Source: an optimization exercise on an open RTL-to-GDS flow (aim: small area). Production flows keep margins and buffers that such runs may drop.
RTL that was checked went through simulation tests only; none was proved equivalent to the original.
No activity file was given, so power comes from the tool's default toggle rates.

## the baseline
==> flow/design.v <==
`timescale 1ns/1ps
`default_nettype none
module rc_add #(parameter int W = 10) (
  input  logic [W-1:0] a,
  input  logic [W-1:0] b,
  input  logic         ci,
  output logic [W-1:0] s,
  output logic         co
);
  logic [W:0] c;
  assign c[0] = ci;
  for (genvar i = 0; i < W; i++) begin : g_b
    assign s[i]   = a[i] ^ b[i] ^ c[i];
    assign c[i+1] = (a[i] & b[i]) | (c[i] & (a[i] ^ b[i]));
  end
  assign co = c[W];
endmodule
module rc_inc #(parameter int W = 10) (
  input  logic [W-1:0] a,
  input  logic         ci,
  output logic [W-1:0] s
);
  logic [W:0] c;
  assign c[0] = ci;
  for (genvar i = 0; i < W; i++) begin : g_b
    assign s[i]   = a[i] ^ c[i];
    assign c[i+1] = a[i] & c[i];
  end
endmodule
module rc_carry #(parameter int W = 10) (
  input  logic [W-1:0] a,
  input  logic [W-1:0] b,
  input  logic         ci,
  output logic         co
);
  logic [W:0] c;
  assign c[0] = ci;
  for (genvar i = 0; i < W; i++) begin : g_b
    assign c[i+1] = (a[i] & b[i]) | (c[i] & (a[i] | b[i]));
  end
  assign co = c[W];
endmodule
module rc_absdiff #(parameter int W = 10) (
  input  logic [W-1:0] a,
  input  logic [W-1:0] b,
  output logic [W-1:0] d
);
  logic [W-1:0] e;
  logic         nc;
  logic [W:0]   c;
  rc_add #(W) u_sub (.a(a), .b(~b), .ci(1'b1), .s(e), .co(nc));
  assign c[0] = ~nc;
  for (genvar i = 0; i < W; i++) begin : g_n
    assign d[i]   = (e[i] ^ ~nc) ^ c[i];
    assign c[i+1] = (e[i] ^ ~nc) & c[i];
  end
endmodule
module rc_absdiff6 #(parameter int W = 10) (
  input  logic [W-1:0] a,
  input  logic [W-1:0] b,
  output logic [W-1:0] d
);
  logic [W-1:0] e;
  logic         c;
  logic [W:0]   p;
  rc_add #(W) u_sub (.a(a), .b(~b), .ci(1'b1), .s(e), .co(c));
  assign p[0] = 1'b0;
  for (genvar i = 0; i < W; i++) begin : g_n
    assign d[i]   = e[i] ^ (~c & p[i]);
    assign p[i+1] = p[i] | e[i];
  end
endmodule
module target_eval (
  input  logic [9:0] px,
  input  logic [9:0] py,
  input  logic [9:0] tx,
  input  logic [9:0] ty,
  input  logic [7:0] tt,
  input  logic [7:0] ct,
  input  logic       active,
  output logic       hit,
  output logic       tcol
);
  logic [9:0] dx, dy;
  logic       far;
  logic [9:0] s, t1, diag;
  logic [7:0] delta;
  logic       u0, u1, u2, u3;
  logic       core, rim, in_ring;
  rc_absdiff6 #(10) u_dx (.a(px), .b(tx), .d(dx));
  rc_absdiff6 #(10) u_dy (.a(py), .b(ty), .d(dy));
  assign far = dx[9] | dy[9];
  rc_add #(10) u_s (.a({1'b0, dx[8:0]}), .b({1'b0, dy[8:0]}), .ci(1'b0), .s(s), .co(u0));
  rc_add #(10) u_d1 (.a(s), .b(~{2'b00, s[9:2]}), .ci(1'b1), .s(t1), .co(u1));
  rc_add #(10) u_d2 (.a(t1), .b(~{5'b00000, s[9:5]}), .ci(1'b1), .s(diag), .co(u2));
  rc_add #(8)  u_dt (.a(tt), .b(~ct), .ci(1'b1), .s(delta), .co(u3));
  logic [9:0] kn, rx, ry, rd;
  logic       cx, cy, cd;
  assign kn = ~({2'b00, delta} + 10'd26);
  rc_add #(10) u_rx (.a({1'b0, dx[8:0]}), .b(kn), .ci(1'b1), .s(rx), .co(cx));
  rc_add #(10) u_ry (.a({1'b0, dy[8:0]}), .b(kn), .ci(1'b1), .s(ry), .co(cy));
  rc_add #(10) u_rd (.a(diag), .b(kn), .ci(1'b1), .s(rd), .co(cd));
  assign in_ring = (cx | cy | cd) & ~(cx & |rx[9:2]) & ~(cy & |ry[9:2]) & ~(cd & |rd[9:2]);
  assign core = dx[8:0] < 9'd25 & dy[8:0] < 9'd25 & diag < 10'd25;
  assign rim  = dx[8:0] < 9'd30 & dy[8:0] < 9'd30 & diag < 10'd30;
  assign hit  = active & ~far & (in_ring | rim);
  assign tcol = in_ring | core;
endmodule
`default_nettype wire
`timescale 1ns/1ps
`default_nettype none
module game_video_top (
  input  logic       pxl_clk,
  input  logic       reset,
  input  logic       sck,
  input  logic       sdi,
  input  logic       fsync,
  output logic       hsync,
  output logic       vsync,
  output logic       sync_b,
  output logic [7:0] r,
  output logic [7:0] g,
  output logic [7:0] b
);
  logic [2:0]  pin_meta;
  logic [2:0]  pin_sync;
  logic        sck_prev;
  logic [4:0]  bit_cnt;
  logic        word_valid;
  logic [29:0] shift;
  logic        zeros;
  logic        shift_en;
  logic        word_done;
  logic        restart_done;
  assign shift_en     = pin_sync[2] & pin_sync[1] & ~sck_prev;
  assign word_done    = shift_en & (&bit_cnt);
  assign restart_done = (shift[29:28] == 2'b10) & zeros;
  always_ff @(posedge pxl_clk) begin
    pin_meta <= {fsync, sck, sdi};
    pin_sync <= pin_meta;
  end
  always_ff @(posedge pxl_clk) begin
    if (reset) begin
      sck_prev   <= 1'b0;
      bit_cnt    <= '0;
      word_valid <= 1'b0;
    end else begin
      sck_prev   <= pin_sync[1];
      word_valid <= word_done;
      if (!pin_sync[2]) begin
        bit_cnt <= '0;
      end else if (shift_en) begin
        bit_cnt <= bit_cnt + 1'b1;
      end
    end
  end
  always_ff @(posedge pxl_clk) begin
    if (shift_en && !(bit_cnt[4:1] == 4'b1111)) begin
      shift <= {shift[28:0], pin_sync[0]};
    end
    if (shift_en) begin
      zeros <= ~pin_sync[0] & (zeros | (bit_cnt == 5'd2));
    end
  end
  logic       e_word, e_status, e_timer, e_append, e_retire, e_clear;
  logic [7:0] health;
  logic [7:0] cur_time;
  logic [9:0] mouse_x;
  logic [9:0] mouse_y;
  logic [7:0] active;
  logic [9:0] tx [8];
  logic [9:0] ty [8];
  logic [7:0] tt [8];
  logic [2:0] start_ptr;
  logic [2:0] end_ptr;
  assign e_word   = word_done & ~reset;
  assign e_status = e_word & (shift[29:28] == 2'b00);
  assign e_timer  = e_word & (shift[29:28] == 2'b01);
  assign e_append = e_word & (shift[29:27] == 3'b111);
  assign e_retire = e_word & (shift[29:27] == 3'b110);
  assign e_clear  = word_valid & restart_done;
  always_ff @(posedge pxl_clk) begin
    if (reset) begin
      health   <= '0;
      cur_time <= '0;
      mouse_x  <= '0;
      mouse_y  <= '0;
    end else begin
      if (e_status) begin
        health <= shift[27:20];
      end
      if (e_timer) begin
        cur_time <= shift[27:20];
        mouse_x  <= shift[19:10];
        mouse_y  <= shift[9:0];
      end
    end
  end
  always_ff @(posedge pxl_clk) begin
    if (reset || e_clear) begin
      active    <= '0;
      start_ptr <= '0;
      end_ptr   <= '0;
    end else if (e_append) begin
      active[end_ptr] <= 1'b1;
      end_ptr         <= end_ptr + 1'b1;
    end else if (e_retire) begin
      active[start_ptr] <= 1'b0;
      start_ptr         <= start_ptr + 1'b1;
    end
  end
  always_ff @(posedge pxl_clk) begin
    if (e_append) begin
      tx[end_ptr] <= shift[26:17];
      ty[end_ptr] <= shift[16:7];
      tt[end_ptr] <= cur_time + 8'd60;
    end
  end
  logic [9:0] px;
  logic [9:0] py;
  always_ff @(posedge pxl_clk) begin
    if (reset) begin
      px <= 10'd873;
      py <= 10'd987;
    end else if (px == 10'd647) begin
      px <= 10'd872;
      py <= (py == 10'd487) ? 10'd987 : py + 1'b1;
    end else begin
      px <= px + 1'b1;
    end
  end
  logic [7:0] hit_n, tcol_n;
  for (genvar k = 0; k < 8; k++) begin : g_t
    target_eval u_ev (
      .px(px), .py(py), .tx(tx[k]), .ty(ty[k]), .tt(tt[k]), .ct(cur_time),
      .active(active[k]), .hit(hit_n[k]), .tcol(tcol_n[k])
    );
  end
  logic [10:0] cx, cy, mx6, my6;
  logic [9:0]  bar_end;
  logic        on_cursor_n, in_bar_n, bar_filled_n, in_active_n, hs_n, vs_n;
  logic        u_c0, u_c1, u_c2, u_c3, u_b0, bar_lt;
  rc_add #(11) u_mx6 (.a(~{1'b0, mouse_x}), .b(11'd6), .ci(1'b1), .s(mx6), .co(u_c0));
  rc_add #(11) u_my6 (.a(~{1'b0, mouse_y}), .b(11'd6), .ci(1'b1), .s(my6), .co(u_c1));
  rc_add #(11) u_cx (.a({1'b0, px}), .b(mx6), .ci(1'b0), .s(cx), .co(u_c2));
  rc_add #(11) u_cy (.a({1'b0, py}), .b(my6), .ci(1'b0), .s(cy), .co(u_c3));
  assign on_cursor_n  = (cx <= 11'd12 && cy >= 11'd5 && cy <= 11'd7) ||
                        (cy <= 11'd12 && cx >= 11'd5 && cx <= 11'd7);
  assign in_bar_n     = px >= 10'd50 && px < 10'd305 && py >= 10'd20 && py < 10'd30;
  rc_add #(10) u_be (.a({2'b00, health}), .b(10'd50), .ci(1'b0), .s(bar_end), .co(u_b0));
  rc_carry #(10) u_bl (.a(bar_end), .b(~px), .ci(1'b0), .co(bar_lt));
  assign bar_filled_n = bar_lt;
  assign in_active_n  = (px < 10'd640) && (py < 10'd480);
  assign hs_n         = ~(px >= 10'd880 && px < 10'd976);
  assign vs_n         = ~(py >= 10'd989 && py < 10'd991);
  logic [7:0] hit, tcol;
  logic [2:0] start_ptr_d;
  logic       on_cursor, in_bar, bar_filled, in_active, hs, vs;
  always_ff @(posedge pxl_clk) begin
    hit         <= hit_n;
    tcol        <= tcol_n;
    start_ptr_d <= start_ptr;
    on_cursor   <= on_cursor_n;
    in_bar      <= in_bar_n;
    bar_filled  <= bar_filled_n;
    in_active   <= in_active_n & ~reset;
    hs          <= hs_n | reset;
    vs          <= vs_n | reset;
  end
  logic [7:0] after_start, hit_hi, hit_sel, first;
  logic       any_hit, win_tcol;
  for (genvar k = 0; k < 8; k++) begin : g_pri
    assign after_start[k] = (3'(k) >= start_ptr_d);
  end
  assign hit_hi  = hit & after_start;
  assign hit_sel = (|hit_hi) ? hit_hi : hit;
  assign first[0] = hit_sel[0];
  for (genvar k = 1; k < 8; k++) begin : g_first
    assign first[k] = hit_sel[k] & ~(|hit_sel[k-1:0]);
  end
  assign any_hit  = |hit;
  assign win_tcol = |(first & tcol);
  logic c_black, c_tgt, c_white, c_cur;
  always_comb begin
    c_black = 1'b0; c_tgt = 1'b0; c_white = 1'b0; c_cur = 1'b0;
    if (!in_active)       c_black = 1'b1;
    else if (on_cursor)   c_cur = 1'b1;
    else if (in_bar)      begin c_white = bar_filled; c_black = ~bar_filled; end
    else if (any_hit)     begin c_tgt = win_tcol; c_white = ~win_tcol; end
  end
  logic r7, rl, g7, g6, gl, b7, b6, bl;
  always_ff @(posedge pxl_clk) begin
    if (reset) begin
      hsync  <= 1'b1;
      vsync  <= 1'b1;
      sync_b <= 1'b1;
      {r7, rl, g7, g6, gl, b7, b6, bl} <= '0;
    end else begin
      hsync  <= hs;
      vsync  <= vs;
      sync_b <= hs & vs;
      r7 <= ~c_black;
      rl <= c_white | c_cur;
      g7 <= ~c_black & ~c_cur;
      g6 <= c_white | c_cur;
      gl <= c_white;
      b7 <= ~c_black & ~c_cur;
      b6 <= c_white | c_cur | c_tgt;
      bl <= c_white | c_tgt;
    end
  end
  assign r = {r7, {7{rl}}};
  assign g = {g7, g6, {6{gl}}};
  assign b = {b7, b6, {6{bl}}};
endmodule
`default_nettype wire
clock: 12.5 ns
lec_check: 0
cap_margin: 20
core_margin: 2
core_utilization: 60
cts_cluster_diameter: 80
cts_cluster_size: 24
slew_margin: 20
run.sh (not shown) runs the stock make flow with config.mk's settings and CLKGATE_MAP_FILE= SYNTH_SCRIPT=/design/flow/synth_recipe.tcl, a recipe that flattens the netlist after the stock synthesis.
--- input diff the baseline..the candidate ---
--- a/flow/design.v
+++ b/flow/design.v
@@ -81,28 +81,31 @@
   output logic       hit,
   output logic       tcol
 );
-  logic [9:0] dx, dy;
+  logic [9:0] ex, dxo, dy;
+  logic       gx, sx;
   logic       far;
   logic [9:0] s, t1, diag;
   logic [7:0] delta;
   logic       u0, u1, u2, u3;
   logic       core, rim, in_ring;
-  rc_absdiff6 #(10) u_dx (.a(px), .b(tx), .d(dx));
+  rc_add #(10) u_ex (.a(px), .b(~tx), .ci(1'b1), .s(ex), .co(gx));
+  assign sx  = ~gx;
+  assign dxo = ex ^ {10{sx}};
   rc_absdiff6 #(10) u_dy (.a(py), .b(ty), .d(dy));
-  assign far = dx[9] | dy[9];
-  rc_add #(10) u_s (.a({1'b0, dx[8:0]}), .b({1'b0, dy[8:0]}), .ci(1'b0), .s(s), .co(u0));
+  assign far = dxo[9] | dy[9];
+  rc_add #(10) u_s (.a({1'b0, dxo[8:0]}), .b({1'b0, dy[8:0]}), .ci(sx), .s(s), .co(u0));
   rc_add #(10) u_d1 (.a(s), .b(~{2'b00, s[9:2]}), .ci(1'b1), .s(t1), .co(u1));
   rc_add #(10) u_d2 (.a(t1), .b(~{5'b00000, s[9:5]}), .ci(1'b1), .s(diag), .co(u2));
   rc_add #(8)  u_dt (.a(tt), .b(~ct), .ci(1'b1), .s(delta), .co(u3));
   logic [9:0] kn, rx, ry, rd;
   logic       cx, cy, cd;
-  assign kn = ~({2'b00, delta} + 10'd26);
-  rc_add #(10) u_rx (.a({1'b0, dx[8:0]}), .b(kn), .ci(1'b1), .s(rx), .co(cx));
-  rc_add #(10) u_ry (.a({1'b0, dy[8:0]}), .b(kn), .ci(1'b1), .s(ry), .co(cy));
-  rc_add #(10) u_rd (.a(diag), .b(kn), .ci(1'b1), .s(rd), .co(cd));
+  assign kn = ~({2'b00, delta} + 10'd25);
+  rc_add #(10) u_rx (.a({1'b0, dxo[8:0]}), .b(kn), .ci(sx), .s(rx), .co(cx));
+  rc_add #(10) u_ry (.a({1'b0, dy[8:0]}), .b(kn), .ci(1'b0), .s(ry), .co(cy));
+  rc_add #(10) u_rd (.a(diag), .b(kn), .ci(1'b0), .s(rd), .co(cd));
   assign in_ring = (cx | cy | cd) & ~(cx & |rx[9:2]) & ~(cy & |ry[9:2]) & ~(cd & |rd[9:2]);
-  assign core = dx[8:0] < 9'd25 & dy[8:0] < 9'd25 & diag < 10'd25;
-  assign rim  = dx[8:0] < 9'd30 & dy[8:0] < 9'd30 & diag < 10'd30;
+  assign core = (sx ? dxo[8:0] < 9'd24 : dxo[8:0] < 9'd25) & dy[8:0] < 9'd25 & diag < 10'd25;
+  assign rim  = (sx ? dxo[8:0] < 9'd29 : dxo[8:0] < 9'd30) & dy[8:0] < 9'd30 & diag < 10'd30;
   assign hit  = active & ~far & (in_ring | rim);
   assign tcol = in_ring | core;
 endmodule
Results
- [the candidate] wire length on met2 fell about 3.5% relative to the baseline
- The baseline → the candidate: switching power of the nets shows a reduction of about 0.75%, relative contribution of combinational cells to total power shows a reduction of 1.1 points, clock distribution area overhead in the final layout shows an increase of 0.23 points, minimum clock period after layout shows an increase of 0.051 ns, area share of xor/xnor cells in the synthesized design shows an increase of 0.41 points.
- Diff the baseline..the candidate | number of instances resized during post-cts repair | unchanged
- Summary: final worst setup slack, the candidate worse than the baseline
- Status: count of buffers from port buffering parity (the candidate, the baseline)
- The candidate against the baseline; count of clock-net buffers in the final layout is up by more than 10%.
- Die size: the candidate is under the baseline
- In the flow results for the candidate and the baseline, the fraction of area in registers is larger on the candidate.
- The candidate vs the baseline: number of buffers created by CTS up by a little under 10%
Only the layout flow was run in the baseline; the RTL was not checked for function there.

-- separate check: timing with driven ports --
In the flow no input, the clock included, has a driving cell. The finished layouts below were timed again as built, in two steps.
Step 1: set_driving_cell puts a clkbuf_16 on pxl_clk and a buf_2 on each other input, an assumption about the parent block.
Step 2 also shifts input and output timing later by t, the mid clock arrival at the registers, as if the neighbouring blocks saw the same clock.
a / b / c = ideal / step 1 / step 2; a / b = the first two.
run	shift t [ns]	setup slack, ns	worst setup path after step 2	latest minus earliest clock arrival (ns)	worst data-port slew with drivers (ns)
the baseline	0.641	0.492 / 0.492 / 0.492	register to register	0.031 / 0.031	0.03
the candidate	0.647	0.441 / 0.441 / 0.441	register to register	0.038 / 0.037	0.03
After both steps every run listed still meets setup and hold.
